Background: an optimization exercise with open tools, aiming at small area. Do not read the settings as production practice. RTL that was checked went through simulation tests only; none was proved equivalent to the original. Function not checked in run 1: the RTL went through the layout flow alone. No activity file was given, so power comes from the tool's default toggle rates.

$ cat flow/run.sh
#!/bin/bash
# Standard ORFS layout, with small port buffers and a clock tree of small
# buffers without dummy loads. Each tool's output goes to a log file here.
set -euo pipefail
export BUFFER_PORTS_ARGS="-buffer_cell sky130_fd_sc_hd__buf_1"
export CTS_ARGS="-sink_clustering_enable -repair_clock_nets -dont_use_dummy_load -buf_list sky130_fd_sc_hd__clkbuf_8 -sink_clustering_size 19 -sink_clustering_max_diameter 100"
bash standard.sh synth > log_synth.txt 2>&1
bash standard.sh finish > log_finish.txt 2>&1
$ cat standard.sh
#!/bin/bash
# synth_recipe.tcl (not shown) runs the flow's synth.tcl, then flattens the netlist and writes it again
# the make line also repeats each setting of config.mk as NAME=value (left out here)
make -C /OpenROAD-flow-scripts/flow DESIGN_CONFIG=/design/flow/config.mk WORK_HOME=/design/flow/orfs CLKGATE_MAP_FILE= SYNTH_SCRIPT=/design/flow/synth_recipe.tcl "${@:-finish}"
$ cat config.mk
export PLATFORM = sky130hd
export DESIGN_NAME = rv_core
export DESIGN_NICKNAME = rv_core
export VERILOG_FILES = /design/flow/design.v
export SDC_FILE = /design/flow/constraint.sdc
export NUM_CORES = 4
export LEC_CHECK = 0
export CAP_MARGIN = 20
export CORE_MARGIN = 2
export CORE_UTILIZATION = 70
export PLACE_DENSITY = 0.85
export SLEW_MARGIN = 20
$ cat constraint.sdc
create_clock -name core_clock -period 7.0 [get_ports {i_clk}]
set_input_delay 1.4000 -clock core_clock [delete_from_list [all_inputs] [get_ports {i_clk}]]
set_output_delay 1.4000 -clock core_clock [all_outputs]
set_load 0.01 [all_outputs]
$ cat design.v
`default_nettype none
`default_nettype wire
`default_nettype none
module rv_core (
  input  logic        i_clk,
  input  logic        i_rst,
  input  logic        i_valid_i,
  input  logic        i_valid_d,
  input  logic [31:0] i_data_in_i,
  input  logic [31:0] i_data_in_d,
  output logic [31:0] o_addr_i,
  output logic [31:0] o_addr_d,
  output logic [3:0]  o_we_d,
  output logic        o_rd_d,
  output logic [31:0] o_data_out_d
);
  localparam logic [2:0] S_CLR   = 3'd0;   
  localparam logic [2:0] S_FETCH = 3'd1;   
  localparam logic [2:0] S_EX1   = 3'd2;   
  localparam logic [2:0] S_EX2   = 3'd3;   
  localparam logic [2:0] S_MEMW  = 3'd4;   
  logic [2:0]  st;
  logic [4:0]  ph;
  logic [31:2] ir;
  logic [31:0] pc_q;
  logic [31:0] a_q;
  logic [31:0] d_q;
  logic [4:0]  sh;
  logic        c1;
  logic        c2;
  logic        eqf;
  logic        ltf;
  logic        last;
  logic        ex1;
  logic        ex2;
  logic        memw;
  logic        end_pass;
  logic [2:0] f3;
  logic       is_br;
  logic       is_jal;
  logic       is_jalr;
  logic       is_jump;
  logic       is_alu;
  logic       is_op;
  logic       is_u;
  logic       is_lui;
  logic       is_auipc;
  logic       is_load;
  logic       is_store;
  logic       alu_sh;
  logic       alu_slt;
  logic       alu_sll;
  logic       alu_sra;
  logic       alu_log;
  logic       two_pass;
  logic       final_pass;
  assign f3       = ir[14:12];
  assign is_br    = ir[6] & ~ir[2];
  assign is_jal   = ir[6] & ir[3];
  assign is_jalr  = ir[6] & ir[2] & ~ir[3];
  assign is_jump  = ir[6] & ir[2];
  assign is_alu   = ~ir[6] & ir[4] & ~ir[2];
  assign is_op    = is_alu & ir[5];
  assign is_u     = ~ir[6] & ir[2];
  assign is_lui   = is_u & ir[5];
  assign is_auipc = is_u & ~ir[5];
  assign is_load  = ~ir[6] & ~ir[4] & ~ir[5];
  assign is_store = ~ir[6] & ~ir[4] & ir[5];
  assign alu_sh   = is_alu & (f3[1:0] == 2'b01);
  assign alu_slt  = is_alu & (f3[2:1] == 2'b01);
  assign alu_sll  = alu_sh & ~f3[2];
  assign alu_sra  = alu_sh & f3[2] & ir[30];
  assign alu_log  = is_alu & f3[2] & (f3[1:0] != 2'b01);
  assign two_pass   = is_br | is_load | alu_sh | alu_slt;
  assign ex1        = (st == S_EX1);
  assign ex2        = (st == S_EX2);
  assign memw       = (st == S_MEMW);
  assign end_pass   = (ph == 5'd31);
  assign final_pass = (ex1 & ~two_pass) | ex2;
  logic [4:0]  lo;
  logic        bj;
  logic [31:0] imm;
  logic        immb;
  assign lo = (ir[5] & ~ir[4] & ~ir[2]) ? ir[11:7] : ir[24:20];
  assign bj = is_br | is_jal;
  assign imm[0]     = ~(is_u | bj) & lo[0];
  assign imm[4:1]   = is_u ? 4'd0 : lo[4:1];
  assign imm[10:5]  = is_u ? 6'd0 : ir[30:25];
  assign imm[11]    = ~is_u & (bj ? lo[0] : ir[31]);
  assign imm[19:12] = (is_u | is_jal) ? ir[19:12] : {8{ir[31]}};
  assign imm[31:20] = is_u ? ir[31:20] : {12{ir[31]}};
  assign immb       = imm[ph];
  logic [31:0] rf_out;
  logic        wen;
  logic        wbit;
  logic        rs1b;
  logic        rs2b;
  assign rf_out[0] = 1'b0;
  genvar r;
  generate
    for (r = 1; r < 32; r++) begin : g_rf
      logic [31:0] q;
      always_ff @(posedge i_clk) begin
        q <= {(wen && (ir[11:7] == r)) ? wbit : q[0], q[31:1]};
      end
      assign rf_out[r] = q[0];
    end
  endgenerate
  assign rs1b = rf_out[ir[19:15]];
  assign rs2b = rf_out[ir[24:20]];
  logic pcb;
  logic four;
  logic opb;
  logic inv;
  logic x1;
  logic y1;
  logic cin1;
  logic sum1;
  logic cout1;
  logic x2;
  logic y2;
  logic cin2;
  logic sum2;
  logic taken;
  logic lt;
  logic newpc;
  logic pc_in;
  logic a_in;
  logic d_in;
  logic [4:0] tap;
  logic dtap;
  logic ld_in;
  assign pcb  = pc_q[0];
  assign four = (ph == 5'd2);
  assign opb  = (is_op | is_br) ? rs2b : immb;
  assign inv  = (is_op & (f3 == 3'd0) & ir[30]) | alu_slt | is_br | alu_sll;
  assign x1    = (is_jump | is_auipc) ? pcb : (is_lui | alu_sh) ? 1'b0 : rs1b;
  assign y1    = is_jump ? four : (opb ^ inv);
  assign cin1  = (ph == 5'd0) ? inv : c1;
  assign sum1  = x1 ^ y1 ^ cin1;
  assign cout1 = (x1 & y1) | (x1 & cin1) | (y1 & cin1);
  assign lt = (x1 ^ opb) ? ((is_br ? f3[1] : f3[0]) ? opb : x1) : ~cout1;
  assign taken = (f3[2] ? ltf : eqf) ^ f3[0];
  assign x2    = is_jalr ? rs1b : pcb;
  assign y2    = (is_jump | (is_br & taken)) ? immb : four;
  assign cin2  = (ph == 5'd0) ? 1'b0 : c2;
  assign sum2  = x2 ^ y2 ^ cin2;
  assign newpc = (ph[4:1] != 4'd0) & sum2;
  assign pc_in = (st == S_CLR) ? 1'b0 : final_pass ? newpc : pcb;
  assign a_in  = memw ? a_q[0] : sum1;
  assign tap  = is_load ? {sh[1:0], 3'b000} : sh;
  assign dtap = d_q[tap];
  assign ld_in = f3[1] | (~ph[4] & (f3[0] | ~ph[3]));
  always_comb begin
    if (ex1 & is_store) begin
      if (f3[1]) d_in = rs2b;
      else if (f3[0]) d_in = ph[4] ? d_q[16] : rs2b;
      else d_in = (ph[4] | ph[3]) ? d_q[24] : rs2b;
    end else if (ex1 & is_load) begin
      d_in = 1'b0;
    end else if (ex1 & alu_sh) begin
      d_in = ~alu_sll & rs1b;
    end else if (ex2 & alu_sh) begin
      d_in = alu_sll ? rs1b : (alu_sra & d_q[31]);
    end else begin
      d_in = d_q[0];
    end
  end
  always_comb begin
    wen  = 1'b0;
    wbit = sum1;
    if (ex1) begin
      wen  = ~two_pass & ~is_store & ~is_br;
      wbit = alu_log ? (f3[1] ? (f3[0] ? (rs1b & opb) : (rs1b | opb)) : (rs1b ^ opb)) : sum1;
    end else if (ex2) begin
      wen = ~is_br;
      if (is_load) wbit = ld_in ? dtap : (~f3[2] & last);
      else if (alu_slt) wbit = (ph == 5'd0) & ltf;
      else wbit = (alu_sll & (sh == 5'd0)) ? rs1b : dtap;
    end
  end
  logic en;
  logic [2:0] st_nx;
  assign en = i_valid_i & i_valid_d;
  always_comb begin
    st_nx = st;
    case (st)
      S_CLR, S_FETCH: st_nx = i_valid_i ? S_EX1 : S_FETCH;
      S_EX1: begin
        if (is_load) st_nx = i_valid_d ? S_EX2 : S_MEMW;
        else if (is_store) st_nx = en ? S_EX1 : S_MEMW;
        else if (two_pass) st_nx = S_EX2;
        else st_nx = i_valid_i ? S_EX1 : S_FETCH;
      end
      S_MEMW: begin
        if (is_load) st_nx = i_valid_d ? S_EX2 : S_MEMW;
        else st_nx = en ? S_EX1 : S_MEMW;
      end
      default: st_nx = i_valid_i ? S_EX1 : S_FETCH;
    endcase
  end
  always_ff @(posedge i_clk) begin
    if (i_rst) begin
      st <= S_CLR;
      ph <= 5'd0;
    end else begin
      ph <= ph + 5'd1;
      if (end_pass) st <= st_nx;
    end
  end
  always_ff @(posedge i_clk) begin
    if (end_pass && (st_nx == S_EX1)) ir <= i_data_in_i[31:2];
  end
  always_ff @(posedge i_clk) begin
    pc_q <= {pc_in, pc_q[31:1]};
    a_q  <= {a_in, a_q[31:1]};
    d_q  <= {d_in, d_q[31:1]} | ({32{end_pass & is_load & i_valid_d}} & i_data_in_d);
    c1   <= cout1;
    c2   <= (x2 & y2) | (x2 & cin2) | (y2 & cin2);
    last <= wbit;
    if (ex1 && (ph < 5'd5)) sh <= {sum1, sh[4:1]};
    if (ex1) eqf <= ((ph == 5'd0) | eqf) & ~(x1 ^ opb);
    if (ex1 && end_pass) ltf <= lt;
  end
  logic mem_st;
  assign mem_st = end_pass & is_store & (ex1 | memw);
  assign o_addr_i     = {pc_in, pc_q[31:3], 2'b00};
  assign o_addr_d     = {a_in, a_q[31:1]};
  assign o_data_out_d = {d_in, d_q[31:1]};
  assign o_rd_d       = end_pass & is_load & (ex1 | memw);
  always_comb begin
    o_we_d = 4'b0000;
    if (mem_st) begin
      if (f3[1]) o_we_d = 4'b1111;
      else if (f3[0]) o_we_d = a_q[2] ? 4'b1100 : 4'b0011;
      else o_we_d = 4'b0001 << a_q[2:1];
    end
  end
endmodule
`default_nettype wire
==> run_results.csv, run 1 <==
group,metric,value,unit
floorplanning,core_area,0.0385,mm2
route,routed_wl,44.9,mm
cts,root_buffer,"clkbuf_8",
global_routing,overflow,0,
cts,cts_setup_buffers,0,
sta,setup_viol,0,
power_and_ir_drop,p_seq_frac,0.706,
floorplanning,core.rowCount,72,
power_and_ir_drop,p_int,7.46,mW
critical_path,worstRegToRegCells,12,
power_and_ir_drop,clkPwrFrac,0.282,
worst_hold_path,hold_class,"reg2reg",
route,viasPerCell,5.01,
sta,rsz0062_at_grt,"false",
synthesis,ys_seq_area_frac,0.850,
critical_path,cp_max_fo,14,
floorplanning,die_w,201,um
sta,slew_violations,0,
sta,fmax,163,MHz
sta,tightest_slew,1.05,ns
placed_design,place_area,0.0276,mm2
synthesis,synth-main-ff-cell,"dfxtp_1",
synthesis,netlist_area,0.0272,mm2
route,drt_iter0_drc,663,
final_layout,nNetsFinal,1865,
floorplanning,io_pins,169,
synthesis,synth-seq-cells,1136,
critical_path,crit_required,5.60,ns
cts,cts_resized,0,
worst_hold_path,worstHoldStart,"g_rf[13].q[10]$_DFF_P_",
cts,path_clk_slew,0.10,ns
cts,cts-buffers-inserted,69,
floorplanning,die_y,201,um
placed_design,dp_slack,1.44,ns
sta,hold_slack,0.305,ns
global_routing,grt_max_degree,33,
final_layout,final_util,0.742,
power_and_ir_drop,power_switching,1.82,mW
synthesis,ys_types,69,
critical_path,r2r-end,"g_rf[21].q[31]$_DFF_P_",
cts,htreeDepth,3,
sta,finalHoldViolations,0,
power_and_ir_drop,power_density,325,mW/mm2
synthesis,yosys_warnings,1,
critical_path,path_class,"reg2out",
synthesis,yosysTopAreaCell,"dfxtp_1",
route,drc,0,
cts,cts_tree,"yes",
cts,clkLatencyLatePin,0.64,ns
worst_hold_path,worstHoldEndpoint,"g_rf[13].q[9]$_DFF_P_",
sta,tns,0,ns
global_routing,grt_usage,0.229,
route,via_count,11500,
placed_design,io_buffers,164,
sta,setup_ws,0.860,ns
cts,clockBufferDepth,3,
cts,cts_sinks,1136,
placed_design,routabilityCongestion,0.893,
synthesis,syn_inst,1685,
synthesis,synth_edf_count,37,
status,outcome,"timing/DRC/antenna clean",
route,wire_per_inst,19.5,um
power_and_ir_drop,switching_share,0.196,
critical_path,critPathArrivalTime,4.74,ns
sta,slew_headroom,0.295,
critical_path,r2r_slack,1.88,ns
global_routing,antenna_found_initial,1,
floorplanning,die_area,0.0404,mm2
critical_path,crit_path_end_kind,"primary output",
synthesis,async_flop_share,0,
job,cap_violations,0,
global_routing,grt_pass1_vias,12100,
critical_path,r2r-start,"ph[0]$_SDFF_PP0_",
final_layout,area_growth,4.96,%
global_routing,grt_pass1_wl,69.8,mm
power_and_ir_drop,power.leakage,11.3,nW
route,ant_nets,0,
sta,min_period,6.14,ns
synthesis,yosysTopAreaCellShare,0.809,
synthesis,synth.avg_cell_area,16.1,um2
floorplanning,start_util,0.707,
synthesis,ys_top_cells_by_area,"dfxtp_1 (81%), edfxtp_1 (4.1%), buf_4 (2.7%)",
cts,hold_buffers,0,
final_layout,fin_area,0.0285,mm2
sta,skew,0.0439,ns
route,drtPass1Iterations,4,
power_and_ir_drop,p_comb_frac,0.012,
final_layout,drive_above_1_share,0.0806,
worst_hold_path,hold_depth,0,
power_and_ir_drop,ir_worst_vdd,231,uV
sta,timing.final.crit_share,0.877,
placed_design,dp_hpwl,30.1,mm
critical_path,start_kind,"flop",
[synth_stat cells (2+ instances only)]
| cell type | number |
|---|---|
| a21boi_0 | 2 |
| a21o_1 | 31 |
| a21oi_1 | 19 |
| a221o_1 | 4 |
| a22oi_1 | 3 |
| a311oi_1 | 3 |
| a31oi_1 | 6 |
| a41oi_1 | 2 |
| and2_1 | 5 |
| and3_1 | 6 |
| and3b_1 | 3 |
| buf_2 | 9 |
| buf_4 | 97 |
| buf_6 | 2 |
| clkbuf_1 | 22 |
| dfxtp_1 | 1099 |
| edfxtp_1 | 37 |
| fa_1 | 2 |
| ha_1 | 6 |
| inv_1 | 18 |
| mux2_1 | 2 |
| mux2_2 | 42 |
| mux2i_1 | 20 |
| mux4_2 | 19 |
| nand2_1 | 35 |
| nand2b_1 | 12 |
| nand3_1 | 15 |
| nand3b_1 | 9 |
| nand4_1 | 4 |
| nor2_1 | 43 |
| nor2b_1 | 17 |
| nor3_1 | 11 |
| nor3b_1 | 3 |
| nor4_1 | 2 |
| nor4b_1 | 2 |
| o2111ai_1 | 2 |
| o211ai_1 | 7 |
| o21ai_0 | 18 |
| o21ai_1 | 5 |
| o31ai_1 | 4 |
| or2_2 | 2 |
| or3_1 | 4 |
| xnor2_1 | 5 |
[state kept, by name, summed over array words and instances (netlist names)]
signal	flops
st	3
last	1
d_q	32
eqf	1
ph	5
ir	30
sh	5
a_q	32
ltf	1
c1	1
g_rf.q	992
c2	1
pc_q	32
[metrics by stage]
stage | total power, mW | instances
4_1_cts | 9.35 | 2305
3_3_place_gp | 6.80 | 2236
5_1_grt | 9.59 | 2305
6_report | 9.28 | 2306
3_5_place_dp | 6.81 | 2236
2_1_floorplan | 6.79 | 1686
[per-layer routing]
layer / routed length, um / GRT usage / part of all wire / vias to the layer above
met2: 21700 / 0.386 / 0.48 / 372
met3: 2190 / 0.0408 / 0.049 / 91
met1: 19600 / 0.299 / 0.44 / 5510
met5: 0 / 0 / 0 / -
li1: - / - / - / 5574
met4: 1390 / 0.0857 / 0.031 / 0
[kinds of logic (layout without fill, tap and decap cells)]
family / Yosys count / after routing / synth area share
fa+ha+maj: 8 / 8 / 0.00423
compound gates: 125 / 125 / 0.0330
simple gates: 176 / 176 / 0.0337
xor+xnor: 6 / 6 / 0.00193
flops: 1136 / 1136 / 0.850
other cells: 1 / 3 / 0.000138
buf+inv: 150 / 251 / 0.0357
mux: 83 / 83 / 0.0413
[worst max path at each step]
stage | endpoint | slack, ns | start
finish | o_addr_i[31] | 0.86 | ir[15]$_DFFE_PP_
global route | o_addr_i[31] | 0.54 | ir[15]$_DFFE_PP_
CTS | o_addr_i[31] | 0.77 | ir[15]$_DFFE_PP_
detailed placement | o_addr_i[31] | 1.44 | ph[0]$_SDFF_PP0_
global placement | o_addr_i[31] | 1.49 | ph[0]$_SDFF_PP0_
floorplan | o_addr_i[31] | 2.17 | ir[2]$_DFFE_PP_
[cells in the final DEF, fill, tap and decap left out, drive strengths merged, types with 8 or more instances in the layout]
master | netlist | layout
nand2b | 12 | 12
nand2 | 35 | 35
mux2i | 20 | 20
inv | 18 | 18
buf | 110 | 164
mux2 | 44 | 44
clkbuf | 22 | 69
a21o | 31 | 31
edfxtp | 37 | 37
nor2 | 43 | 43
dfxtp | 1099 | 1099
nor2b | 17 | 17
nor3 | 11 | 11
a21oi | 19 | 19
nand3b | 9 | 9
nand3 | 15 | 15
o21ai | 23 | 23
o211ai | 8 | 8
mux4 | 19 | 19
[layout make-up]
class	instances	area, um2
tap	518	648
timing repair buffer	164	616
inverter	18	67.6
fill	2164	9930
antenna	1	2.50
sequential	1136	23100
multi-input combinational	400	3150
clock buffer	69	950
[power by group through the flow]
stage	clock, mW	combinational (mW)	sequential, mW
after floorplan	0	0.100	6.69
after global placement	0	0.105	6.70
after detailed placement	0	0.108	6.70
after CTS	2.69	0.109	6.55
after global routing	2.91	0.118	6.56
final	2.62	0.108	6.55
[worst max-delay path: stages, from the launching register on]
cell      delay (ns)
edfxtp_1        0.85
mux2i_1         0.22
mux4_2          0.53
a22oi_2         0.18
nand3_1         0.31
o31ai_1         0.42
fa_1            0.44
nor2b_1         0.13
o21ai_0         0.11
nor2_1          0.07
a31o_2          0.22
a222oi_1        0.35
inv_1           0.13
buf_1           0.15
==> run 2: changes to the inputs <==
--- a/design.v
+++ b/design.v
@@ -96,12 +96,18 @@
   logic        rs1b;
   logic        rs2b;
   assign rf_out[0] = 1'b0;
+  logic [3:0] wlo;
+  logic [7:0] whi;
+  always_comb begin
+    for (int i = 0; i < 4; i++) wlo[i] = wen & (ir[8:7] == i[1:0]);
+    for (int i = 0; i < 8; i++) whi[i] = (ir[11:9] == i[2:0]);
+  end
   genvar r;
   generate
     for (r = 1; r < 32; r++) begin : g_rf
       logic [31:0] q;
       always_ff @(posedge i_clk) begin
-        q <= {(wen && (ir[11:7] == r)) ? wbit : q[0], q[31:1]};
+        q <= {(wlo[r % 4] & whi[r / 4]) ? wbit : q[0], q[31:1]};
       end
       assign rf_out[r] = q[0];
     end
@@ -136,7 +142,7 @@
   assign inv  = (is_op & (f3 == 3'd0) & ir[30]) | alu_slt | is_br | alu_sll;
   assign x1    = (is_jump | is_auipc) ? pcb : (is_lui | alu_sh) ? 1'b0 : rs1b;
   assign y1    = is_jump ? four : (opb ^ inv);
-  assign cin1  = (ph == 5'd0) ? inv : c1;
+  assign cin1  = alu_log ? (f3[1] & ~f3[0]) : (ph == 5'd0) ? inv : c1;
   assign sum1  = x1 ^ y1 ^ cin1;
   assign cout1 = (x1 & y1) | (x1 & cin1) | (y1 & cin1);
   assign lt = (x1 ^ opb) ? ((is_br ? f3[1] : f3[0]) ? opb : x1) : ~cout1;
@@ -171,7 +177,7 @@
     wbit = sum1;
     if (ex1) begin
       wen  = ~two_pass & ~is_store & ~is_br;
-      wbit = alu_log ? (f3[1] ? (f3[0] ? (rs1b & opb) : (rs1b | opb)) : (rs1b ^ opb)) : sum1;
+      wbit = (alu_log & f3[1]) ? cout1 : sum1;
     end else if (ex2) begin
       wen = ~is_br;
       if (is_load) wbit = ld_in ? dtap : (~f3[2] & last);
--- a/flow/run.sh
+++ b/flow/run.sh
@@ -3,6 +3,7 @@
 # buffers without dummy loads. Each tool's output goes to a log file here.
 set -euo pipefail
 export BUFFER_PORTS_ARGS="-buffer_cell sky130_fd_sc_hd__buf_1"
+export RECOVER_POWER=100
 export CTS_ARGS="-sink_clustering_enable -repair_clock_nets -dont_use_dummy_load -buf_list sky130_fd_sc_hd__clkbuf_8 -sink_clustering_size 19 -sink_clustering_max_diameter 100"
 bash standard.sh synth > log_synth.txt 2>&1
 bash standard.sh finish > log_finish.txt 2>&1
==> run_results.csv, run 2 <==
group,metric,value,unit
global_routing,grt_pass1_vias,12100,
cts,cts_sinks,1136,
global_routing,overflow,0,
cts,cts_resized,0,
cts,cts_tree,"yes",
route,drt_iter0_drc,726,
route,wire_per_inst,19.5,um
cts,htreeDepth,3,
synthesis,muxShareOfSynthArea,0.0324,
critical_path,crit_required,7.41,ns
global_routing,grt_pass1_wl,69.5,mm
sta,tns,0,ns
synthesis,syn_inst,1685,
final_layout,drive_above_1_share,0.0602,
synthesis,synth_compound_area_frac,0.0366,
floorplanning,io_pins,169,
floorplanning,core.rowCount,71,
synthesis,ys_top_cells_by_area,"dfxtp_1 (81%), edfxtp_1 (4.1%), buf_4 (2.8%)",
sta,timing.final.crit_share,0.859,
synthesis,ys_top_cells_by_count,"dfxtp_1 (1099), buf_4 (100), nor2_1 (86)",
cts,clkLatencyLatePin,0.66,ns
final_layout,nNetsFinal,1870,
critical_path,critPathArrivalTime,6.42,ns
final_layout,final_common_cell,"dfxtp_1",
synthesis,yosysTopAreaCellShare,0.815,
synthesis,netlist_area,0.0270,mm2
cts,hold_buffers,0,
placed_design,io_buffers,164,
placed_design,dp_slack,1.82,ns
critical_path,cp_max_fo,15,
power_and_ir_drop,power.leakage,11.2,nW
critical_path,crit_path_end_kind,"flop",
synthesis,synth.most_common_cell,"dfxtp_1",
power_and_ir_drop,finalPower,9.27,mW
global_routing,grt_usage,0.228,
cts,cts_setup_buffers,0,
critical_path,start_kind,"flop",
route,via_count,11700,
sta,rsz0062_at_grt,"false",
synthesis,ys_seq_area_frac,0.856,
sta,skew,0.0648,ns
synthesis,yosys.area_share.simple,0.0338,
sta,tightest_slew,2.22,ns
cts,clockBufferDepth,3,
global_routing,grt_max_degree,33,
global_routing,antenna_found_initial,3,
power_and_ir_drop,ir_worst_vdd,232,uV
synthesis,ys_types,69,
placed_design,dp_hpwl,29.6,mm
cts,cts-buffers-inserted,69,
synthesis,async_flop_share,0,
synthesis,synth_xor_area_frac,0.00227,
floorplanning,die_area,0.0402,mm2
floorplanning,core_area,0.0378,mm2
synthesis,synth-main-ff-cell,"dfxtp_1",
floorplanning,start_util,0.713,
final_layout,final_cell_mix,"dfxtp_1 (1099), buf_1 (163), nor2_1 (86)",
synthesis,yosysTopAreaCell,"dfxtp_1",
critical_path,path_class,"reg2reg",
cts,path_clk_slew,0.11,ns
synthesis,synth_adder_area_share,0.00334,
cts,root_buffer,"clkbuf_8",
synthesis,synth-seq-cells,1136,
synthesis,synth_top_family_by_area,"compound AO/OA/AOI/OAI gates",
sta,setup_viol,0,
floorplanning,die_w,200,um
synthesis,synth.avg_cell_area,16.0,um2
sta,fmax,166,MHz
route,viasPerCell,5.05,
route,drc,0,
placed_design,routabilityCongestion,0.918,
route,ant_nets,0,
floorplanning,die_y,200,um
sta,slew_headroom,-0.489,
sta,slew_violations,46,
route,drtPass1Iterations,4,
power_and_ir_drop,power_density,327,mW/mm2
synthesis,synth_edf_count,37,
synthesis,yosys_warnings,1,
sta,setup_ws,0.990,ns
status,outcome,"finished with violations",
worst_hold_path,hold_class,"reg2reg",
sta,min_period,6.01,ns
final_layout,area_growth,5.00,%
status,so_faults,"capacitance limit, slew limit",
job,cap_violations,2,
final_layout,largest_register_ffs,992,
sta,finalHoldViolations,0,
final_layout,top_register,"g_rf.q",
route,routed_wl,45.0,mm
run 2: cell types whose count changed in the layout (fill, tap and decap cells not counted), moves of 4 or more:
cell | before | now
nor2b_1 | 17 | 8
mux2_2 | 42 | 2
nand2_1 | 35 | 22
nand3b_1 | 9 | 5
a21o_1 | 31 | 35
o22ai_1 | 1 | 5
nor2_1 | 42 | 86
o211ai_1 | 7 | 1
o21ai_1 | 5 | 0
nand3_1 | 15 | 8
a21oi_1 | 19 | 51
mux4_2 | 19 | 25
run 2: where the power goes:
part	internal [mW]	total (mW)	leakage, nW	switching, mW
clock	0.896	2.64	0.496	1.74
sequential	6.52	6.54	9.19	0.0202
combinational	0.0384	0.0990	1.53	0.0606
total	7.45	9.27	11.2	1.82
run 2: path summary, 6_finish.rpt:
| path | startpoint | to | slack [ns] | cells past startpoint |
|---|---|---|---|---|
| worst max-delay path | ir[20]$_DFFE_PP_ | g_rf[13].q[31]$_DFF_P_ | 0.99 | 11 |
| worst min-delay path | g_rf[16].q[22]$_DFF_P_ | g_rf[16].q[21]$_DFF_P_ | 0.30 | 0 |
| worst max register to register | ir[20]$_DFFE_PP_ | g_rf[13].q[31]$_DFF_P_ | 0.99 | 11 |
| worst min register to register | g_rf[16].q[22]$_DFF_P_ | g_rf[16].q[21]$_DFF_P_ | 0.30 | 0 |
run 2: area by class of cell:
cell class	count	area, um2
Fill cell	2145	9500
Sequential cell	1136	23100
Timing Repair Buffer	168	649
Antenna cell	2	5.00
Multi-Input combinational cell	402	2920
Inverter	19	71.3
Tap cell	511	639
Clock buffer	69	950
run 2: through the flow:
| step | instances | utilization | hold WS, ns | instance area [um2] |
|---|---|---|---|---|
| after CTS | 2305 | 0.750 | 0.294 | 28400 |
| after global placement | 2235 | 0.724 | 0.311 | 27400 |
| after floorplan | 1686 | - | 0.310 | 27000 |
| after detailed placement | 2236 | 0.725 | 0.312 | 27400 |
| after global routing | 2305 | 0.749 | 0.308 | 28300 |
| final | 2307 | 0.749 | 0.296 | 28300 |
run 2: logic make-up after synthesis:
| family | after synthesis |
|---|---|
| XOR/XNOR | 7 |
| AO/OA/AOI/OAI | 149 |
| buffers and inverters | 148 |
| adder cells (fa/ha/maj) | 6 |
| other | 1 |
| flip-flops | 1136 |
| multiplexers | 54 |
| AND/OR/NAND/NOR | 184 |
run 2: critical path, stage by stage, from the launching register on:
cell      delay [ns]
edfxtp_1        0.75
mux4_2          0.60
mux4_2          0.46
mux2i_1         0.46
xor2_1          0.13
a221o_1         0.39
fa_1            0.67
inv_1           0.08
a21oi_1         0.14
o22ai_1         0.10
nor3_1          1.72
a21oi_1         0.26
run 2: metal layers:
metal  vias to the layer above  GRT usage  wire length, um
met5                         -          0                0
met4                         0     0.0759             1250
met3                        88     0.0477             2300
met2                       369      0.390            22000
met1                      5606      0.293            19400
li1                       5589          -                -
==> run 3: changes to the inputs <==
--- a/flow/run.sh
+++ b/flow/run.sh
@@ -3,7 +3,6 @@
 # buffers without dummy loads. Each tool's output goes to a log file here.
 set -euo pipefail
 export BUFFER_PORTS_ARGS="-buffer_cell sky130_fd_sc_hd__buf_1"
-export RECOVER_POWER=100
 export CTS_ARGS="-sink_clustering_enable -repair_clock_nets -dont_use_dummy_load -buf_list sky130_fd_sc_hd__clkbuf_8 -sink_clustering_size 19 -sink_clustering_max_diameter 100"
 bash standard.sh synth > log_synth.txt 2>&1
 bash standard.sh finish > log_finish.txt 2>&1
==> run_results.csv, run 3 <==
group,metric,value,unit
final_layout,final_cell_mix,"dfxtp_1 (1099), buf_1 (164), nor2_1 (86)",
synthesis,synth_compound_area_frac,0.0366,
critical_path,cp-startpoint,"ir[20]$_DFFE_PP_",
synthesis,syn_inst,1685,
floorplanning,core_area,0.0378,mm2
synthesis,netlist_area,0.0270,mm2
critical_path,crit_required,5.60,ns
global_routing,grt_pass1_vias,12100,
job,cap_violations,0,
sta,timing.final.crit_share,0.841,
sta,finalHoldViolations,0,
power_and_ir_drop,power_density,327,mW/mm2
critical_path,start_kind,"flop",
synthesis,async_flop_share,0,
route,ant_nets,0,
sta,fmax,170,MHz
sta,tightest_slew,0.975,ns
worst_hold_path,worstHoldStart,"g_rf[16].q[22]$_DFF_P_",
cts,cts_resized,0,
synthesis,synth_top_family_by_area,"compound AO/OA/AOI/OAI gates",
sta,setup_viol,0,
synthesis,ys_top_cells_by_area,"dfxtp_1 (81%), edfxtp_1 (4.1%), buf_4 (2.8%)",
route,via_count,11700,
critical_path,path_cells,"mux4_2 > mux4_2 > mux2i_1 > xor2_1 > a221o_1 > fa_1 > a21oi_1 > buf_1",
synthesis,yosysTopAreaCell,"dfxtp_1",
cts,hold_buffers,0,
synthesis,synth.most_common_cell,"dfxtp_1",
placed_design,dp_hpwl,29.6,mm
power_and_ir_drop,ir_worst_vdd,232,uV
floorplanning,start_util,0.713,
global_routing,grt_pass1_wl,69.5,mm
power_and_ir_drop,power.leakage,11.2,nW
cts,clkLatencyLatePin,0.66,ns
synthesis,ys_seq_area_frac,0.856,
cts,path_clk_slew,0.11,ns
synthesis,synth-main-ff-cell,"dfxtp_1",
critical_path,critical_path.top_delay_family,"multiplexers",
placed_design,place_area,0.0274,mm2
final_layout,final_common_cell,"dfxtp_1",
global_routing,grt_usage,0.228,
global_routing,antenna_found_initial,3,
cts,clockBufferDepth,3,
critical_path,r2r-start,"ir[20]$_DFFE_PP_",
global_routing,grt_max_degree,33,
floorplanning,die_w,200,um
critical_path,crit_path_end_kind,"primary output",
sta,slew_headroom,0.349,
synthesis,ys_types,69,
final_layout,largest_register_ffs,992,
synthesis,synth-seq-cells,1136,
route,wire_per_inst,19.5,um
final_layout,nNetsFinal,1870,
sta,slew_violations,0,
cts,htreeDepth,3,
synthesis,synth_xor_area_frac,0.00227,
route,drt_iter0_drc,636,
placed_design,io_buffers,164,
status,outcome,"timing/DRC/antenna clean",
synthesis,yosys_warnings,1,
cts,cts_setup_buffers,0,
cts,cts_sinks,1136,
synthesis,yosys.area_share.simple,0.0338,
route,viasPerCell,5.06,
sta,rsz0062_at_grt,"false",
sta,tns,0,ns
cts,root_buffer,"clkbuf_8",
placed_design,routabilityCongestion,0.918,
critical_path,path_buf_inv,1,
synthesis,synth.avg_cell_area,16.0,um2
final_layout,drive_above_1_share,0.0630,
cts,cts-buffers-inserted,69,
route,routed_wl,45.0,mm
critical_path,crit_path_top_delay_cell,"edfxtp_1",
route,drtPass1Iterations,5,
global_routing,overflow,0,
final_layout,area_growth,5.12,%
worst_hold_path,hold_class,"reg2reg",
floorplanning,die_y,200,um
critical_path,path_class,"reg2out",
critical_path,cp_max_fo,11,
critical_path,critical_path.most_common_cell,"mux4_2",
route,drc,0,
synthesis,ys_top_cells_by_count,"dfxtp_1 (1099), buf_4 (100), nor2_1 (86)",
sta,skew,0.0653,ns
sta,min_period,5.89,ns
floorplanning,io_pins,169,
synthesis,synth_edf_count,37,
critical_path,critPathArrivalTime,4.49,ns
floorplanning,die_area,0.0402,mm2
synthesis,yosysTopAreaCellShare,0.815,
final_layout,fin_area,0.0284,mm2
final_layout,fillers,2145,
critical_path,max_stage_delay,0.74,ns
synthesis,muxShareOfSynthArea,0.0324,
cts,cts_tree,"yes",
floorplanning,core.rowCount,71,
synthesis,synth_adder_area_share,0.00334,
final_layout,top_register,"g_rf.q",
## run 3: cell count changes in the layout (fill, tap and decap cells not counted), sizes merged
cell | before | now
clkbuf | 71 | 69
buf | 166 | 168
diode | 2 | 3
## run 3: metrics by stage
step	setup slack [ns]	utilization	power, mW	cells	hold slack [ns]
after floorplan	2.58	-	6.77	1686	0.310
after global placement	1.89	0.724	6.78	2235	0.311
after detailed placement	1.82	0.725	6.79	2236	0.312
after CTS	1.09	0.750	9.34	2305	0.294
after global routing	0.962	0.750	9.56	2305	0.308
final	1.11	0.750	9.27	2308	0.295
## run 3: cells by family after synthesis
kind of cell,count (synthesis)
mux,54
xor+xnor,7
fa+ha+maj,6
compound gates,149
buf+inv,148
flops,1136
other cells,1
simple gates,184
## run 3: routing by layer
| metal | global-route usage | wire length, um | vias up |
|---|---|---|---|
| met5 | 0 | 0 | - |
| met4 | 0.0759 | 1240 | 0 |
| met3 | 0.0477 | 2300 | 91 |
| met2 | 0.390 | 22000 | 396 |
| met1 | 0.293 | 19500 | 5606 |
| li1 | - | - | 5595 |
## run 3: final timing paths
kind                            end  slack [ns]  cells after the start
min reg2reg  g_rf[16].q[21]$_DFF_P_        0.30                      0
min          g_rf[16].q[21]$_DFF_P_        0.30                      0
max reg2reg  g_rf[31].q[31]$_DFF_P_        2.01                     12
max                    o_addr_d[31]        1.11                      8
## run 3: worst register-to-register path, cell delays in order (launching register included)
cell and delay (ns):
edfxtp_1 0.74, mux4_2 0.60, mux4_2 0.47, mux2i_1 0.47, xor2_1 0.13, a221o_1 0.39
fa_1 0.66, inv_1 0.08, a21oi_1 0.14, o22ai_1 0.14, nor3_4 0.70, buf_8 0.26
a21oi_1 0.10
## run 3: power by group
| group | leakage, nW | switching [mW] | internal, mW |
|---|---|---|---|
| registers | 9.19 | 0.0201 | 6.52 |
| clock network | 0.496 | 1.74 | 0.896 |
| logic | 1.54 | 0.0614 | 0.0395 |
| total | 11.2 | 1.82 | 7.45 |
## run 3: cell type report
cell class | count | area [um2] | share of cell area
clock buffers | 69 | 950 | 0.0335
inverters | 19 | 71.3 | 0.00251
repair buffers | 168 | 653 | 0.0230
well taps | 511 | 639 | 0.0225
multi-input cells | 402 | 2950 | 0.104
flip-flops and latches | 1136 | 23100 | 0.814
diodes | 3 | 7.51 | 0.000265
==> run 4: changes to the inputs <==
--- a/design.v
+++ b/design.v
@@ -19,6 +19,8 @@
   localparam logic [2:0] S_EX1   = 3'd2;   
   localparam logic [2:0] S_EX2   = 3'd3;   
   localparam logic [2:0] S_MEMW  = 3'd4;   
+  localparam logic [2:0] S_GO1   = 3'd5;   
+  localparam logic [2:0] S_GO2   = 3'd6;   
   logic [2:0]  st;
   logic [4:0]  ph;
   logic [31:2] ir;
@@ -34,6 +36,7 @@
   logic        ex1;
   logic        ex2;
   logic        memw;
+  logic        in_pass;
   logic        end_pass;
   logic [2:0] f3;
   logic       is_br;
@@ -71,12 +74,13 @@
   assign alu_sll  = alu_sh & ~f3[2];
   assign alu_sra  = alu_sh & f3[2] & ir[30];
   assign alu_log  = is_alu & f3[2] & (f3[1:0] != 2'b01);
-  assign two_pass   = is_br | is_load | alu_sh | alu_slt;
+  assign two_pass   = is_br | is_load | is_store | alu_sh | alu_slt;
   assign ex1        = (st == S_EX1);
   assign ex2        = (st == S_EX2);
   assign memw       = (st == S_MEMW);
   assign end_pass   = (ph == 5'd31);
   assign final_pass = (ex1 & ~two_pass) | ex2;
+  assign in_pass    = ex1 | ex2 | (st == S_CLR);
   logic [4:0]  lo;
   logic        bj;
   logic [31:0] imm;
@@ -153,8 +157,8 @@
   assign sum2  = x2 ^ y2 ^ cin2;
   assign newpc = (ph[4:1] != 4'd0) & sum2;
   assign pc_in = (st == S_CLR) ? 1'b0 : final_pass ? newpc : pcb;
-  assign a_in  = memw ? a_q[0] : sum1;
-  assign tap  = is_load ? {sh[1:0], 3'b000} : sh;
+  assign a_in  = (st == S_CLR) ? 1'b0 : final_pass ? newpc : sum1;
+  assign tap  = sh;
   assign dtap = d_q[tap];
   assign ld_in = f3[1] | (~ph[4] & (f3[0] | ~ph[3]));
   always_comb begin
@@ -176,33 +180,50 @@
     wen  = 1'b0;
     wbit = sum1;
     if (ex1) begin
-      wen  = ~two_pass & ~is_store & ~is_br;
+      wen  = ~two_pass;
       wbit = (alu_log & f3[1]) ? cout1 : sum1;
     end else if (ex2) begin
-      wen = ~is_br;
+      wen = ~is_br & ~is_store;
       if (is_load) wbit = ld_in ? dtap : (~f3[2] & last);
       else if (alu_slt) wbit = (ph == 5'd0) & ltf;
       else wbit = (alu_sll & (sh == 5'd0)) ? rs1b : dtap;
     end
   end
   logic en;
+  logic fetch;
+  logic mem_rd;
+  logic mem_st;
+  logic cap;
+  logic st_frz;
+  logic [4:0] ph_nx;
   logic [2:0] st_nx;
-  assign en = i_valid_i & i_valid_d;
+  assign en     = i_valid_i & i_valid_d;
+  assign ph_nx  = ph + 5'd1;
+  assign fetch  = i_valid_i & ((end_pass & (final_pass | (st == S_CLR))) | (st == S_FETCH));
+  assign mem_rd = is_load & ((ex1 & end_pass) | memw);
+  assign mem_st = is_store & ((ex1 & end_pass) | memw);
+  assign cap    = mem_rd & i_valid_d;
+  assign st_frz = is_store & ((ex1 & end_pass) | memw);
   always_comb begin
     st_nx = st;
     case (st)
-      S_CLR, S_FETCH: st_nx = i_valid_i ? S_EX1 : S_FETCH;
+      S_CLR, S_FETCH, S_EX2: begin
+        if (fetch) st_nx = end_pass ? S_EX1 : S_GO1;
+        else if (end_pass) st_nx = S_FETCH;
+      end
       S_EX1: begin
-        if (is_load) st_nx = i_valid_d ? S_EX2 : S_MEMW;
-        else if (is_store) st_nx = en ? S_EX1 : S_MEMW;
-        else if (two_pass) st_nx = S_EX2;
-        else st_nx = i_valid_i ? S_EX1 : S_FETCH;
+        if (end_pass) begin
+          if (~two_pass) st_nx = fetch ? S_EX1 : S_FETCH;
+          else if (is_load) st_nx = i_valid_d ? S_EX2 : S_MEMW;
+          else if (is_store) st_nx = en ? S_EX2 : S_MEMW;
+          else st_nx = S_EX2;
+        end
       end
       S_MEMW: begin
-        if (is_load) st_nx = i_valid_d ? S_EX2 : S_MEMW;
-        else st_nx = en ? S_EX1 : S_MEMW;
-      end
-      default: st_nx = i_valid_i ? S_EX1 : S_FETCH;
+        if (is_load ? i_valid_d : en) st_nx = end_pass ? S_EX2 : S_GO2;
+      end
+      S_GO1: if (end_pass) st_nx = S_EX1;
+      default: if (end_pass) st_nx = S_EX2;
     endcase
   end
   always_ff @(posedge i_clk) begin
@@ -210,30 +231,33 @@
       st <= S_CLR;
       ph <= 5'd0;
     end else begin
-      ph <= ph + 5'd1;
-      if (end_pass) st <= st_nx;
+      ph <= ph_nx;
+      st <= st_nx;
     end
   end
   always_ff @(posedge i_clk) begin
-    if (end_pass && (st_nx == S_EX1)) ir <= i_data_in_i[31:2];
+    if (fetch) ir <= i_data_in_i[31:2];
   end
   always_ff @(posedge i_clk) begin
     pc_q <= {pc_in, pc_q[31:1]};
-    a_q  <= {a_in, a_q[31:1]};
-    d_q  <= {d_in, d_q[31:1]} | ({32{end_pass & is_load & i_valid_d}} & i_data_in_d);
+    if (in_pass & ~end_pass) a_q[31:1] <= {a_in, a_q[31:2]};
+    if (in_pass) a_q[0] <= end_pass ? a_in : a_q[1];
+    if (~st_frz) d_q[31:1] <= {d_in, d_q[31:2]} | ({31{cap}} & i_data_in_d[31:1]);
+    if (~memw | ~is_store) d_q[0] <= st_frz ? d_in : d_q[1] | (cap & i_data_in_d[0]);
     c1   <= cout1;
     c2   <= (x2 & y2) | (x2 & cin2) | (y2 & cin2);
     last <= wbit;
-    if (ex1 && (ph < 5'd5)) sh <= {sum1, sh[4:1]};
+    if (cap) sh <= {sh[1:0] + ph_nx[4:3], ph_nx[2:0]};
+    else if (ex1 && (ph < 5'd5)) sh <= {sum1, sh[4:1]};
     if (ex1) eqf <= ((ph == 5'd0) | eqf) & ~(x1 ^ opb);
     if (ex1 && end_pass) ltf <= lt;
   end
-  logic mem_st;
-  assign mem_st = end_pass & is_store & (ex1 | memw);
-  assign o_addr_i     = {pc_in, pc_q[31:3], 2'b00};
-  assign o_addr_d     = {a_in, a_q[31:1]};
+  logic [31:0] addr;
+  assign addr         = {(in_pass & end_pass) ? a_in : a_q[0], a_q[31:1]};
+  assign o_addr_i     = addr;
+  assign o_addr_d     = addr;
   assign o_data_out_d = {d_in, d_q[31:1]};
-  assign o_rd_d       = end_pass & is_load & (ex1 | memw);
+  assign o_rd_d       = mem_rd;
   always_comb begin
     o_we_d = 4'b0000;
     if (mem_st) begin
==> flow/run.sh (replaced) <==
#!/bin/bash
# Standard ORFS layout, with small port buffers and a clock tree of small
# buffers without dummy loads. Each tool's output goes to a log file here.
set -euo pipefail
export BUFFER_PORTS_ARGS="-buffer_cell sky130_fd_sc_hd__buf_1"
export CTS_ARGS="-sink_clustering_enable -repair_clock_nets -dont_use_dummy_load -buf_list sky130_fd_sc_hd__clkbuf_4 -sink_clustering_size 10 -sink_clustering_max_diameter 80"
bash standard.sh synth > log_synth.txt 2>&1
bash standard.sh finish > log_finish.txt 2>&1
==> run_results.csv, run 4 <==
group,metric,value,unit
final_layout,largest_register_ffs,992,
route,drt_iter0_drc,763,
final_layout,top_register,"g_rf.q",
critical_path,path_buf_inv,1,
synthesis,ys_top_cells_by_count,"dfxtp_1 (1035), edfxtp_1 (101), buf_4 (96)",
synthesis,synth.avg_cell_area,16.6,um2
critical_path,crit_required,5.60,ns
floorplanning,core.rowCount,73,
sta,slew_violations,0,
critical_path,path_cells,"mux4_1 > mux4_2 > a211oi_2 > o21ai_0 > fa_1 > nand2b_1 > a21oi_1 > nand2_1 > o31ai_1 > a222oi_1 > a31oi_1 > buf_1",
synthesis,synth_adder_area_share,0.00439,
global_routing,grt_pass1_vias,12500,
synthesis,synth_xor_area_frac,0.00157,
cts,clkLatencyLatePin,0.84,ns
sta,fmax,152,MHz
critical_path,max_stage_delay,0.72,ns
final_layout,area_growth,5.10,%
power_and_ir_drop,ir_worst_vdd,225,uV
cts,hold_buffers,0,
power_and_ir_drop,power.leakage,11.4,nW
cts,clockBufferDepth,3,
critical_path,critical_path.top_delay_family,"compound AO/OA/AOI/OAI gates",
power_and_ir_drop,clkPwrFrac,0.278,
power_and_ir_drop,power_density,322,mW/mm2
final_layout,nNetsFinal,1933,
global_routing,antenna_found_initial,3,
final_layout,drive_above_1_share,0.113,
synthesis,yosys_warnings,1,
critical_path,cp_max_fo,10,
synthesis,synth-seq-cells,1136,
placed_design,io_buffers,166,
sta,rsz0062_at_grt,"false",
cts,path_clk_slew,0.10,ns
placed_design,dp.cells,2250,
synthesis,syn_inst,1686,
final_layout,final_cell_mix,"dfxtp_1 (1035), buf_1 (166), clkbuf_4 (131)",
floorplanning,start_util,0.707,
cts,htreeDepth,4,
floorplanning,die_area,0.0415,mm2
floorplanning,die_w,204,um
route,routed_wl,42.9,mm
power_and_ir_drop,switching_share,0.203,
sta,slew_headroom,0.410,
synthesis,netlist_area,0.0280,mm2
cts,cts-buffers-inserted,131,
power_and_ir_drop,p_seq_frac,0.702,
global_routing,grt_pass1_wl,66.9,mm
synthesis,synth_compound_area_frac,0.0311,
power_and_ir_drop,p_int,7.53,mW
route,viasPerCell,5.06,
global_routing,grt_usage,0.212,
placed_design,routabilityCongestion,0.834,
cts,cts_sinks,1136,
final_layout,final_cells,2384,
sta,skew,0.0703,ns
route,via_count,12100,
synthesis,async_flop_share,0,
critical_path,crit_path_end_kind,"primary output",
synthesis,ys_top_cells_by_area,"dfxtp_1 (74%), edfxtp_1 (11%), buf_4 (2.6%)",
synthesis,muxShareOfSynthArea,0.0482,
synthesis,synth_edf_count,101,
cts,root_buffer,"clkbuf_4",
worst_hold_path,hold_class,"reg2reg",
status,outcome,"timing/DRC/antenna clean",
final_layout,final_common_cell,"dfxtp_1",
synthesis,yosysTopAreaCellShare,0.741,
power_and_ir_drop,power_switching,1.92,mW
route,drc,0,
route,wire_per_inst,18.0,um
synthesis,yosys.area_share.simple,0.0300,
cts,cts_setup_buffers,0,
route,ant_nets,0,
floorplanning,die_y,204,um
global_routing,overflow,0,
route,drtPass1Iterations,5,
synthesis,synth-main-ff-cell,"dfxtp_1",
placed_design,dp_hpwl,28.2,mm
critical_path,path_class,"reg2out",
synthesis,synth_top_family_by_area,"multiplexers",
synthesis,ys_types,60,
sta,tightest_slew,0.882,ns
floorplanning,io_pins,169,
sta,setup_viol,0,
power_and_ir_drop,p_comb_frac,0.019,
floorplanning,core_area,0.0395,mm2
sta,finalHoldViolations,0,
critical_path,start_kind,"flop",
critical_path,critPathArrivalTime,5.17,ns
sta,tns,0,ns
synthesis,yosysTopAreaCell,"dfxtp_1",
global_routing,grt_max_degree,42,
synthesis,ys_seq_area_frac,0.850,
synthesis,synth.most_common_cell,"dfxtp_1",
job,cap_violations,0,
sta,timing.final.crit_share,0.938,
critical_path,crit_path_top_delay_cell,"edfxtp_1",
cts,cts_tree,"yes",
sta,min_period,6.57,ns
## run 4: cell families (layout without fill, tap and decap cells)
logic type | Yosys count | after routing
other | 0 | 3
AO/OA/AOI/OAI | 129 | 129
buffers and inverters | 154 | 324
AND/OR/NAND/NOR | 170 | 170
adder cells (fa/ha/maj) | 9 | 9
flip-flops | 1136 | 1136
multiplexers | 83 | 83
XOR/XNOR | 5 | 5
## run 4: final cells by class
class	count	area, um2
tap	525	657
timing repair buffer	171	661
multi-input combinational	396	3240
fill	2242	10200
sequential	1136	23800
inverter	22	82.6
antenna	3	7.51
clock buffer	131	983
## run 4: routing by layer
metal | routed length (um) | part of all wire | GRT usage | up-vias
li1 | - | - | - | 5814
met2 | 20500 | 0.48 | 0.339 | 373
met5 | 0 | 0 | 0 | -
met1 | 19200 | 0.45 | 0.286 | 5775
met3 | 2090 | 0.049 | 0.0494 | 100
met4 | 1120 | 0.026 | 0.0800 | 0
## run 4: path summary, 6_finish.rpt
| path | startpoint | slack (ns) | end | cells past startpoint |
|---|---|---|---|---|
| max | ir[15]$_DFFE_PP_ | 0.43 | o_addr_d[31] | 12 |
| min | g_rf[18].q[2]$_DFF_P_ | 0.27 | g_rf[18].q[1]$_DFF_P_ | 0 |
| max reg2reg | ir[20]$_DFFE_PP_ | 1.75 | g_rf[16].q[31]$_DFF_P_ | 17 |
| min reg2reg | g_rf[18].q[2]$_DFF_P_ | 0.27 | g_rf[18].q[1]$_DFF_P_ | 0 |
## run 4: repair_timing
action,in CTS,in global routing
gates resized for setup,0,1
setup endpoints to repair,0,2
endpoints found under the hold margin,0,0
## run 4: per-stage QoR
step                      cell area, um2  utilization  hold WS [ns]  setup slack [ns]  total power, mW
after floorplan                    28000            -         0.310              1.89             6.98
after global placement             28400        0.718         0.310              1.24             6.97
after detailed placement           28400        0.718         0.312              1.13             6.97
after CTS                          29400        0.743         0.274             0.203             9.56
after global routing               29400        0.743         0.277             0.120             9.83
final                              29400        0.743         0.272             0.431             9.46
## run 4: power groups by stage
stage / sequential [mW] / clock (mW) / combinational, mW
final: 6.64 / 2.63 / 0.182
after global routing: 6.65 / 2.98 / 0.201
after CTS: 6.64 / 2.73 / 0.182
after detailed placement: 6.79 / 0 / 0.181
after global placement: 6.79 / 0 / 0.180
after floorplan: 6.77 / 0 / 0.202
==> run 5: changes to the inputs <==
==> flow/run.sh (replaced) <==
#!/bin/bash
# Standard ORFS layout, with small port buffers and a clock tree of small
# buffers without dummy loads. Each tool's output goes to a log file here.
set -euo pipefail
export BUFFER_PORTS_ARGS="-buffer_cell sky130_fd_sc_hd__buf_1"
export CTS_ARGS="-sink_clustering_enable -repair_clock_nets -dont_use_dummy_load -buf_list sky130_fd_sc_hd__clkbuf_8 -sink_clustering_size 19 -sink_clustering_max_diameter 100"
bash standard.sh synth > log_synth.txt 2>&1
bash standard.sh finish > log_finish.txt 2>&1
==> run_results.csv, run 5 <==
group,metric,value,unit
final_layout,area_growth,4.94,%
critical_path,cp_max_fo,19,
final_layout,top_register,"g_rf.q",
critical_path,path_class,"reg2out",
final_layout,final_common_cell,"dfxtp_1",
sta,tightest_slew,0.950,ns
final_layout,drive_above_1_share,0.0819,
synthesis,synth.avg_cell_area,16.6,um2
critical_path,r2r-end,"g_rf[22].q[31]$_DFF_P_",
critical_path,start_kind,"flop",
placed_design,routabilityCongestion,0.834,
sta,min_period,6.60,ns
final_layout,largest_register_ffs,992,
sta,tns,0,ns
route,routed_wl,43.5,mm
cts,cts_tree,"yes",
sta,hold_slack,0.292,ns
synthesis,yosysTopAreaCellShare,0.741,
synthesis,synth-main-ff-cell,"dfxtp_1",
global_routing,grt_pass1_vias,12000,
critical_path,r2r_slack,1.53,ns
sta,slew_headroom,0.365,
worst_hold_path,hold_class,"reg2reg",
cts,cts_sinks,1136,
critical_path,critPathArrivalTime,5.20,ns
route,viasPerCell,5.08,
placed_design,io_buffers,166,
global_routing,groute.layer.met1.usage,0.289,
synthesis,synth_adder_area_share,0.00439,
route,ant_nets,0,
synthesis,yosysTopAreaCell,"dfxtp_1",
route,drtPass1Iterations,7,
final_layout,fillers,2215,
global_routing,grt_usage,0.213,
synthesis,ys_types,60,
synthesis,synth.most_common_cell,"dfxtp_1",
cts,hold_buffers,0,
floorplanning,start_util,0.707,
synthesis,synth-seq-cells,1136,
global_routing,use_met3,0.0423,
sta,rsz0062_at_grt,"false",
floorplanning,io_pins,169,
synthesis,async_flop_share,0,
cts,cts_setup_buffers,0,
synthesis,ys_seq_area_frac,0.850,
synthesis,synth_xor_area_frac,0.00157,
worst_hold_path,hold_depth,0,
sta,fmax,151,MHz
global_routing,grt_pass1_wl,66.6,mm
cts,htreeDepth,3,
global_routing,antenna_found_initial,7,
synthesis,syn_inst,1686,
cts,cts_resized,0,
global_routing,overflow,0,
final_layout,nNetsFinal,1871,
synthesis,yosys.area_share.simple,0.0300,
cts,root_buffer,"clkbuf_8",
critical_path,max_stage_delay,0.84,ns
job,cap_violations,0,
status,outcome,"timing/DRC/antenna clean",
synthesis,ys_top_cells_by_count,"dfxtp_1 (1035), edfxtp_1 (101), buf_4 (96)",
placed_design,dp_hpwl,28.2,mm
synthesis,synth_compound_area_frac,0.0311,
cts,cts-buffers-inserted,69,
worst_hold_path,worstHoldEndpoint,"g_rf[30].q[13]$_DFF_P_",
critical_path,crit_path_end_kind,"primary output",
critical_path,crit_path_top_delay_cell,"nor3b_1",
critical_path,worstRegToRegCells,17,
synthesis,yosys_warnings,1,
power_and_ir_drop,power.leakage,11.3,nW
global_routing,grt_busiest_layer,"met2",
sta,skew,0.0518,ns
synthesis,muxShareOfSynthArea,0.0482,
final_layout,layout.area.seq,0.0238,mm2
cts,clockBufferDepth,3,
final_layout,multi_input_area,0.00323,mm2
cts,path_clk_slew,0.12,ns
sta,setup_viol,0,
synthesis,synth_top_family_by_area,"multiplexers",
floorplanning,core.rowCount,73,
route,wire_per_inst,18.8,um
power_and_ir_drop,power_density,323,mW/mm2
synthesis,ys_top_cells_by_area,"dfxtp_1 (74%), edfxtp_1 (11%), buf_4 (2.6%)",
final_layout,final_util,0.742,
floorplanning,die_y,204,um
sta,timing.final.crit_share,0.943,
synthesis,netlist_area,0.0280,mm2
critical_path,path_cells,"nor3b_1 > mux2_2 > nor3_1 > o21ai_0 > o2111ai_1 > mux2i_1 > or3_1 > nand3_1 > fa_1 > o31ai_1 > a222oi_1 > a31oi_1 > buf_1",
global_routing,met2_usage,0.339,
synthesis,synth_edf_count,101,
route,drt_iter0_drc,835,
cts,clkLatencyLatePin,0.68,ns
global_routing,grt_max_degree,42,
route,drc,0,
power_and_ir_drop,finalPower,9.47,mW
floorplanning,core_area,0.0395,mm2
sta,slew_violations,0,
final_layout,final_cell_mix,"dfxtp_1 (1035), buf_1 (166), edfxtp_1 (101)",
critical_path,r2r-start,"ir[2]$_DFFE_PP_",
floorplanning,die_area,0.0415,mm2
power_and_ir_drop,ir_worst_vdd,265,uV
sta,finalHoldViolations,0,
critical_path,crit_required,5.60,ns
floorplanning,die_w,204,um
worst_hold_path,worstHoldStart,"g_rf[30].q[14]$_DFF_P_",
route,via_count,11800,
-- run 5: report_power, final --
part	internal, mW	leakage (nW)	switching [mW]
Clock	0.896	0.496	1.75
Sequential	6.60	9.32	0.0416
Combinational	0.0660	1.49	0.116
Total	7.56	11.3	1.90
-- run 5: metrics by stage --
step	std cells	cell area (um2)	worst slack (ns)
3_5_place_dp	2250	28400	1.13
5_1_grt	2320	29300	0.114
4_1_cts	2319	29300	0.419
6_report	2320	29300	0.397
2_1_floorplan	1686	28000	1.89
3_3_place_gp	2250	28400	1.24
-- run 5: worst max-delay path by stage --
stage / from / to / slack (ns) / cells after the start
6_report: ir[2]$_DFFE_PP_ / o_addr_d[31] / 0.40 / 13
5_1_grt: ir[2]$_DFFE_PP_ / o_addr_i[31] / 0.11 / 13
4_1_cts: ir[2]$_DFFE_PP_ / o_addr_d[31] / 0.42 / 13
3_5_place_dp: ir[2]$_DFFE_PP_ / o_addr_d[31] / 1.13 / 13
3_3_place_gp: ir[2]$_DFFE_PP_ / o_addr_i[31] / 1.24 / 13
2_1_floorplan: ir[2]$_DFFE_PP_ / o_addr_i[31] / 1.89 / 14
-- run 5: critical path: cells and delay by family, from the launching register on --
kind	cells	cell delay, ns
simple gates	4	1.53
mux	2	0.65
fa+ha+maj	1	0.53
buf+inv	1	0.18
flops	1	0.66
compound gates	5	1.02
-- run 5: cell type report --
cell class,count,share of cell area
multi-input combinational,396,0.110
sequential,1136,0.810
timing repair buffer,171,0.0225
tap,525,0.0224
inverter,22,0.00281
clock buffer,69,0.0324
antenna,1,0.0000853
-- run 5: routing by layer --
| metal | vias to the layer above | part of all wire |
|---|---|---|
| met3 | 114 | 0.053 |
| met4 | 4 | 0.035 |
| li1 | 5633 | - |
| met5 | - | 0.00062 |
| met2 | 405 | 0.47 |
| met1 | 5628 | 0.44 |
-- run 5: kinds of logic (layout without fill, tap and decap cells) --
kind of cell,Yosys count,count (layout)
flip-flops,1136,1136
AO/OA/AOI/OAI,129,129
buffers and inverters,154,262
other,0,1
adder cells (fa/ha/maj),9,9
multiplexers,83,83
XOR/XNOR,5,5
AND/OR/NAND/NOR,170,170
==> run 6: changes to the inputs <==
--- a/design.v
+++ b/design.v
@@ -158,7 +158,7 @@
   assign newpc = (ph[4:1] != 4'd0) & sum2;
   assign pc_in = (st == S_CLR) ? 1'b0 : final_pass ? newpc : pcb;
   assign a_in  = (st == S_CLR) ? 1'b0 : final_pass ? newpc : sum1;
-  assign tap  = sh;
+  assign tap  = is_load ? {sh[1:0], 3'b000} : sh;
   assign dtap = d_q[tap];
   assign ld_in = f3[1] | (~ph[4] & (f3[0] | ~ph[3]));
   always_comb begin
@@ -194,7 +194,8 @@
   logic mem_rd;
   logic mem_st;
   logic cap;
-  logic st_frz;
+  logic d_frz;
+  logic d_sfe;
   logic [4:0] ph_nx;
   logic [2:0] st_nx;
   assign en     = i_valid_i & i_valid_d;
@@ -203,7 +204,8 @@
   assign mem_rd = is_load & ((ex1 & end_pass) | memw);
   assign mem_st = is_store & ((ex1 & end_pass) | memw);
   assign cap    = mem_rd & i_valid_d;
-  assign st_frz = is_store & ((ex1 & end_pass) | memw);
+  assign d_frz  = memw | (st == S_GO2);
+  assign d_sfe  = ex1 & end_pass & is_store;
   always_comb begin
     st_nx = st;
     case (st)
@@ -242,13 +244,12 @@
     pc_q <= {pc_in, pc_q[31:1]};
     if (in_pass & ~end_pass) a_q[31:1] <= {a_in, a_q[31:2]};
     if (in_pass) a_q[0] <= end_pass ? a_in : a_q[1];
-    if (~st_frz) d_q[31:1] <= {d_in, d_q[31:2]} | ({31{cap}} & i_data_in_d[31:1]);
-    if (~memw | ~is_store) d_q[0] <= st_frz ? d_in : d_q[1] | (cap & i_data_in_d[0]);
+    if (~(d_frz | d_sfe) | cap) d_q[31:1] <= {d_in, d_q[31:2]} | ({31{cap}} & i_data_in_d[31:1]);
+    if (~d_frz | cap) d_q[0] <= d_sfe ? d_in : d_q[1] | (cap & i_data_in_d[0]);
     c1   <= cout1;
     c2   <= (x2 & y2) | (x2 & cin2) | (y2 & cin2);
     last <= wbit;
-    if (cap) sh <= {sh[1:0] + ph_nx[4:3], ph_nx[2:0]};
-    else if (ex1 && (ph < 5'd5)) sh <= {sum1, sh[4:1]};
+    if (ex1 && (ph < 5'd5)) sh <= {sum1, sh[4:1]};
     if (ex1) eqf <= ((ph == 5'd0) | eqf) & ~(x1 ^ opb);
     if (ex1 && end_pass) ltf <= lt;
   end
==> run_results.csv, run 6 <==
group,metric,value,unit
cts,clockBufferDepth,3,
route,drc,0,
sta,tightest_slew,1.08,ns
route,routed_wl,47.0,mm
cts,cts_sinks,1136,
power_and_ir_drop,power_switching,1.81,mW
global_routing,overflow,0,
critical_path,crit_required,5.60,ns
power_and_ir_drop,p_int,7.50,mW
sta,min_period,6.38,ns
critical_path,critPathArrivalTime,4.98,ns
sta,slew_headroom,0.276,
route,drtPass1Iterations,5,
sta,setup_ws,0.621,ns
power_and_ir_drop,power_density,318,mW/mm2
synthesis,synth-seq-cells,1136,
status,outcome,"timing/DRC/antenna clean",
synthesis,netlist_area,0.0279,mm2
floorplanning,die_area,0.0414,mm2
cts,cts_setup_buffers,0,
critical_path,start_kind,"flop",
job,cap_violations,0,
sta,setup_viol,0,
final_layout,final_cell_mix,"dfxtp_1 (1035), buf_1 (166), edfxtp_1 (101)",
placed_design,place_area,0.0283,mm2
sta,tns,0,ns
placed_design,dp_hpwl,31.2,mm
final_layout,area_growth,4.96,%
cts,cts-buffers-inserted,69,
synthesis,synth.most_common_cell,"dfxtp_1",
power_and_ir_drop,switching_share,0.194,
placed_design,routabilityCongestion,0.917,
synthesis,ys_top_cells_by_count,"dfxtp_1 (1035), edfxtp_1 (101), buf_4 (97)",
cts,htreeDepth,3,
power_and_ir_drop,p_seq_frac,0.708,
critical_path,path_buf_inv,2,
synthesis,synth.avg_cell_area,16.0,um2
synthesis,async_flop_share,0,
synthesis,syn_inst,1737,
final_layout,final_common_cell,"dfxtp_1",
global_routing,antenna_found_initial,2,
final_layout,drive_above_1_share,0.0588,
route,via_count,12300,
sta,finalHoldViolations,0,
global_routing,grt_pass1_wl,71.2,mm
critical_path,crit_path_end_kind,"primary output",
synthesis,ys_top_cells_by_area,"dfxtp_1 (74%), edfxtp_1 (11%), buf_4 (2.6%)",
sta,skew,0.0518,ns
worst_hold_path,hold_class,"reg2reg",
floorplanning,core.rowCount,73,
power_and_ir_drop,ir_worst_vdd,272,uV
final_layout,top_register,"g_rf.q",
sta,rsz0062_at_grt,"false",
placed_design,io_buffers,166,
floorplanning,core_area,0.0395,mm2
final_layout,fin_area,0.0293,mm2
final_layout,nNetsFinal,1914,
synthesis,yosysTopAreaCell,"dfxtp_1",
route,wire_per_inst,19.9,um
synthesis,synth_edf_count,101,
critical_path,max_stage_delay,0.74,ns
floorplanning,start_util,0.705,
synthesis,ys_types,72,
power_and_ir_drop,finalPower,9.31,mW
cts,cts_resized,0,
sta,fmax,157,MHz
global_routing,grt_max_degree,34,
final_layout,largest_register_ffs,992,
critical_path,path_class,"reg2out",
floorplanning,die_w,204,um
route,viasPerCell,5.21,
critical_path,path_cells,"nor2b_1 > nand2_1 > a221o_1 > a211oi_1 > a2111oi_4 > nand2_1 > o21ai_0 > fa_1 > inv_1 > a2111oi_0 > o21ai_0 > a31oi_1 > buf_1",
global_routing,grt_pass1_vias,12300,
critical_path,critical_path.top_delay_family,"compound AO/OA/AOI/OAI gates",
placed_design,dp_slack,1.36,ns
cts,cts_tree,"yes",
power_and_ir_drop,clkPwrFrac,0.282,
power_and_ir_drop,p_comb_frac,0.010,
sta,timing.final.crit_share,0.911,
synthesis,ys_seq_area_frac,0.852,
synthesis,synth-main-ff-cell,"dfxtp_1",
route,drt_iter0_drc,815,
cts,path_clk_slew,0.11,ns
floorplanning,io_pins,169,
floorplanning,die_y,204,um
global_routing,grt_usage,0.231,
sta,slew_violations,0,
synthesis,yosys_warnings,1,
route,ant_nets,0,
cts,clkLatencyLatePin,0.64,ns
power_and_ir_drop,power.leakage,11.6,nW
critical_path,crit_path_top_delay_cell,"edfxtp_1",
critical_path,cp_max_fo,15,
cts,hold_buffers,0,
synthesis,yosysTopAreaCellShare,0.743,
cts,root_buffer,"clkbuf_8",
## run 6: changes by cell type in the layout (fill, tap and decap cells not counted), moves of 6 or more
cell,change
a21oi_1,+46
a41oi_1,+11
mux2_2,-11
mux2_4,-20
mux2i_1,+17
mux4_1,-8
mux4_2,-8
nor2_1,-12
o21ai_0,+6
## run 6: cell families after synthesis
group	synth area share
AOI/OAI and AO/OA	0.0518
buffers and inverters	0.0359
muxes	0.0264
xor gates and xnor gates	0.00157
and+or+nand+nor	0.0289
DFF	0.852
adders and majority gates	0.00323
## run 6: layout make-up
class / instances / area (um2)
flip-flops and latches: 1136 / 23800
repair buffers: 173 / 676
fillers: 2295 / 10300
clock buffers: 69 / 950
multi-input cells: 437 / 3130
well taps: 525 / 657
diodes: 2 / 5.00
inverters: 23 / 86.3
## run 6: power by group through the flow
stage	clock (mW)	combinational [mW]	sequential, mW
floorplan	0	0.0756	6.72
global placement	0	0.0959	6.73
detailed placement	0	0.0954	6.74
CTS	2.70	0.0976	6.59
global route	2.92	0.105	6.59
finish	2.63	0.0968	6.58
## run 6: final timing paths
path	start	endpoint	slack, ns	cells past startpoint
max	ir[2]$_DFFE_PP_	o_addr_i[31]	0.62	13
min	g_rf[20].q[2]$_DFF_P_	g_rf[20].q[1]$_DFF_P_	0.30	0
max reg2reg	ir[2]$_DFFE_PP_	g_rf[11].q[31]$_DFF_P_	1.83	14
min reg2reg	g_rf[20].q[2]$_DFF_P_	g_rf[20].q[1]$_DFF_P_	0.30	0
## run 6: through the flow
stage	utilization	instances	hold slack [ns]
2_1_floorplan	-	1737	0.310
5_1_grt	0.740	2363	0.299
6_report	0.740	2365	0.296
3_3_place_gp	0.715	2294	0.310
4_1_cts	0.740	2363	0.284
3_5_place_dp	0.715	2294	0.312
## run 6: metal layers
metal | global-route usage | part of all wire
met1 | 0.303 | 0.43
met2 | 0.392 | 0.49
met3 | 0.0388 | 0.052
met4 | 0.0832 | 0.026
met5 | 0 | 0

==> afterwards: timing with drivers on the ports <==
The flow's constraints put no driver on any port. The routed layouts listed below were extracted and timed again, unchanged, in two steps. Step 1 assumes that a clkbuf_16 drives the clock port and a buf_2 every other input. Step 2 moves the port delays by t, midway between the first and last clock arrival at a register: inputs arrive t later, outputs are due t later. That takes back most of the time a late clock gives input paths. Slacks: ideal ports / drivers / drivers and shift; pairs: ideal ports / drivers.
run | shift t [ns] | setup WS [ns] | hold slack, ns | slew at the worst register clock pin (ns) | cell pins on the clock port's net
run 1 | 0.675 | 0.860 / 0.805 / 1.480 | 0.305 / 0.305 / 0.305 | 0.12 / 0.12 | 1
run 2 | 0.673 | 0.990 / 0.990 / 0.990 | 0.296 / 0.296 / 0.296 | 0.12 / 0.12 | 1
run 3 | 0.673 | 1.115 / 1.065 / 1.738 | 0.295 / 0.295 / 0.295 | 0.12 / 0.12 | 1
run 4 | 0.855 | 0.431 / 0.380 / 1.234 | 0.272 / 0.272 / 0.272 | 0.12 / 0.12 | 1
run 5 | 0.689 | 0.397 / 0.347 / 1.036 | 0.292 / 0.292 / 0.292 | 0.12 / 0.12 | 1
run 6 | 0.665 | 0.621 / 0.572 / 1.238 | 0.296 / 0.296 / 0.296 | 0.12 / 0.12 | 1
